What follows belongs to an exercise in optimizing a design on an open flow for small area and a short achievable clock period; a production flow would make more cautious choices. The clock input has no modelled driver; a real chip could not lean on it and would need a root buffer or a full tree. Power is estimated from default activity; no workload was simulated.

Setup of 06-13:
## trace_monitor_top
module trace_monitor_top (
    input  wire logic                          clk,
    input  wire logic                          rst_n,
    input  wire logic [32-1:0]        pc,
    input  wire logic [32-1:0] instr,
    input  wire logic                          en,
    input  wire logic [3:0]                    ctrl_addr,
    input  wire logic [32-1:0]        ctrl_wdata,
    input  wire logic                          ctrl_write_enable,
    output logic                               tvalid,
    input  wire logic                          tready,
    output logic [(32 + 32 + 32)-1:0]       tdata,
    output logic                               tlast,
    output logic                               halt_cpu
);
export LEC_CHECK = 0
export ABC_CLOCK_PERIOD_IN_PS = 1800
export CAP_MARGIN = 20
export CORE_MARGIN = 2
export CORE_UTILIZATION = 60
export SETUP_SLACK_MARGIN = 1.6
export SLEW_MARGIN = 20
create_clock -name core_clock -period 3.5 [get_ports {clk}]
standard.sh (not shown) runs the stock make flow with config.mk's settings and CLKGATE_MAP_FILE= SYNTH_SCRIPT=/design/flow/synth_recipe.tcl, a recipe that flattens the netlist after the stock synthesis.
==> flow/flow/run.sh <==
#!/bin/bash
# Standard ORFS layout (the standard.sh, standard synthesis unchanged),
# with two changes:
#  - the port buffers are plain buf cells instead of the delay-cell buffer
#    that buffer_ports picks by default;
#  - the clock tree is built by flow/mcts_hook.tcl (run as the CTS step's
#    PRE_CTS_TCL hook): four root buffers on the clock port, each driving
#    leaf buffers of at most 24 flip-flops; the rest of the CTS step (timing
#    repair, legalisation) runs as usual.
# ORFS writes each tool's log under orfs/logs/; make's output goes to
# flow_make.log here.
set -euo pipefail
here=$(pwd)
export BUFFER_PORTS_ARGS="-buffer_cell sky130_fd_sc_hd__buf_2"
export MCTS_TCL="$here/flow/mcts.tcl"
export PRE_CTS_TCL="$here/flow/mcts_hook.tcl"
bash standard.sh finish > flow_make.log 2>&1
Other scripts of this flow, unchanged in this note and not shown: flow/flow/mcts.tcl, flow/flow/mcts_hook.tcl
Relative to 06-13, the following input files were edited for 09-04:
--- a/flow/design.v
+++ b/flow/design.v
@@ -188,34 +188,67 @@
             cand_q  <= s0_nz && !s0_wfi;
             wf_q    <= wf_n;
             lo_on_q <= lo_en_n && lo_wr_n;
             hi_on_q <= hi_en_n && hi_wr_n;
         end
     end
     logic lo_gt_h, lo_eq_h, lo_ge_l;
     logic hi_lt_h, hi_eq_h, hi_le_l;
     logic wd_gt_h, wd_lt_h, wd_eq_h, wd_ge_l, wd_le_l;
     logic w_lo_q, w_hi_q;
     logic ge_lo, le_hi, in_range, pre_q;
+    logic c_lo_h_gt, c_lo_h_eq, c_lo_l_lt, c_hi_h_lt, c_hi_h_eq, c_hi_l_gt;
+    logic c_wd_h_gt, c_wd_h_lt, c_wd_h_eq, c_wd_l_gt, c_wd_l_lt;
+    logic [5:0][15:0] cmp_a, cmp_b;
+    logic [5:0][3:0]  cmp_g, cmp_l;
+    logic [5:0]       cmp_gt, cmp_lt, cmp_eq;
+    assign cmp_a = {s0_pc[15:0], s0_pc[31:16], s0_pc[15:0], s0_pc[31:16],
+                    s0_pc[15:0], s0_pc[31:16]};
+    assign cmp_b = {ctrl_wdata[15:0], ctrl_wdata[31:16], hi[15:0], hi[31:16],
+                    lo[15:0], lo[31:16]};
+    always_comb begin
+        for (int c = 0; c < 6; c++) begin
+            for (int k = 0; k < 4; k++) begin
+                cmp_g[c][k] = (cmp_a[c][4*k +: 4] > cmp_b[c][4*k +: 4]);
+                cmp_l[c][k] = (cmp_a[c][4*k +: 4] < cmp_b[c][4*k +: 4]);
+            end
+            cmp_gt[c] = cmp_g[c][3] || (!cmp_l[c][3] && (cmp_g[c][2] || (!cmp_l[c][2] &&
+                        (cmp_g[c][1] || (!cmp_l[c][1] && cmp_g[c][0])))));
+            cmp_lt[c] = cmp_l[c][3] || (!cmp_g[c][3] && (cmp_l[c][2] || (!cmp_g[c][2] &&
+                        (cmp_l[c][1] || (!cmp_g[c][1] && cmp_l[c][0])))));
+            cmp_eq[c] = !(|cmp_g[c]) && !(|cmp_l[c]);
+        end
+    end
+    assign c_lo_h_gt = cmp_gt[0];
+    assign c_lo_h_eq = cmp_eq[0];
+    assign c_lo_l_lt = cmp_lt[1];
+    assign c_hi_h_lt = cmp_lt[2];
+    assign c_hi_h_eq = cmp_eq[2];
+    assign c_hi_l_gt = cmp_gt[3];
+    assign c_wd_h_gt = cmp_gt[4];
+    assign c_wd_h_lt = cmp_lt[4];
+    assign c_wd_h_eq = cmp_eq[4];
+    assign c_wd_l_gt = cmp_gt[5];
+    assign c_wd_l_lt = cmp_lt[5];
     always_ff @(posedge clk) begin
-        lo_gt_h <= (s0_pc[31:16] >  lo[31:16]);
-        lo_eq_h <= (s0_pc[31:16] == lo[31:16]);
-        lo_ge_l <= (s0_pc[15:0]  >= lo[15:0]);
-        hi_lt_h <= (s0_pc[31:16] <  hi[31:16]);
-        hi_eq_h <= (s0_pc[31:16] == hi[31:16]);
-        hi_le_l <= (s0_pc[15:0]  <= hi[15:0]);
-        wd_gt_h <= (s0_pc[31:16] >  ctrl_wdata[31:16]);
-        wd_lt_h <= (s0_pc[31:16] <  ctrl_wdata[31:16]);
-        wd_eq_h <= (s0_pc[31:16] == ctrl_wdata[31:16]);
-        wd_ge_l <= (s0_pc[15:0]  >= ctrl_wdata[15:0]);
-        wd_le_l <= (s0_pc[15:0]  <= ctrl_wdata[15:0]);
+        lo_gt_h <= c_lo_h_gt;
+        lo_eq_h <= c_lo_h_eq;
+        lo_ge_l <= !c_lo_l_lt;
+        hi_lt_h <= c_hi_h_lt;
+        hi_eq_h <= c_hi_h_eq;
+        hi_le_l <= !c_hi_l_gt;
+        wd_gt_h <= c_wd_h_gt;
+        wd_lt_h <= c_wd_h_lt;
+        wd_eq_h <= c_wd_h_eq;
+        wd_ge_l <= !c_wd_l_lt;
+        wd_le_l <= !c_wd_l_gt;
         ne_h_q  <= (s0_pc[31:16] != pc[31:16]);
         ne_l_q  <= (s0_pc[15:0]  != pc[15:0]);
         w_lo_q  <= w_lo;
         w_hi_q  <= w_hi;
     end
     assign ge_lo    = w_lo_q ? (wd_gt_h || (wd_eq_h && wd_ge_l))
                              : (lo_gt_h || (lo_eq_h && lo_ge_l));
     assign le_hi    = w_hi_q ? (wd_lt_h || (wd_eq_h && wd_le_l))
                              : (hi_lt_h || (hi_eq_h && hi_le_l));
     assign in_range = (!lo_on_q || ge_lo) && (!hi_on_q || le_hi);
     assign sel      = (((ne_h_q || ne_l_q) && cand_q) || wf_q) && win_q;
## What came out
Diff 06-13 -> 09-04 | maximum fanout encountered on the critical timing path | increase of 45. Going from 06-13 to 09-04, parity-gate share of the synthesized area counting xor and xnor cells held steady, time the worst path needs with I/O delays and setup dropped 0.21 ns, met2 layer usage reported by global route went up, post-layout total power roughly the same, register area share after synthesis closely matched the old numbers.
Function was not checked in any run of this note: the RTL went through the layout flow alone. In every run of this note, the design's own scripts or RTL, not TritonCTS, make the clock network.

-- static timing again, ports no longer ideal --
How much do the figures lean on ideal ports? The routed layouts below were timed once more, with nothing changed but the port constraints. Step 1 sets driving cells, clkbuf_16 on the clock port and buf_2 on the other inputs (assumed; they add their load-dependent delay and slew). Step 2 also shifts input and output timing later by t, the mid clock arrival at the registers, as if the neighbouring blocks saw the same clock. Three values: ideal ports, drivers, drivers and shift; two values: the first two.
run	shift t [ns]	setup WS [ns]	worst setup path at the end
06-13	0.617	1.354 / 1.354 / 0.996	input to register
09-04	0.633	1.560 / 1.522 / 1.102	input to register
After both steps every run listed still meets setup and hold. For 09-04, which loses most, drivers alone change the setup slack by -0.038 ns; drivers and shift together by -0.458 ns.
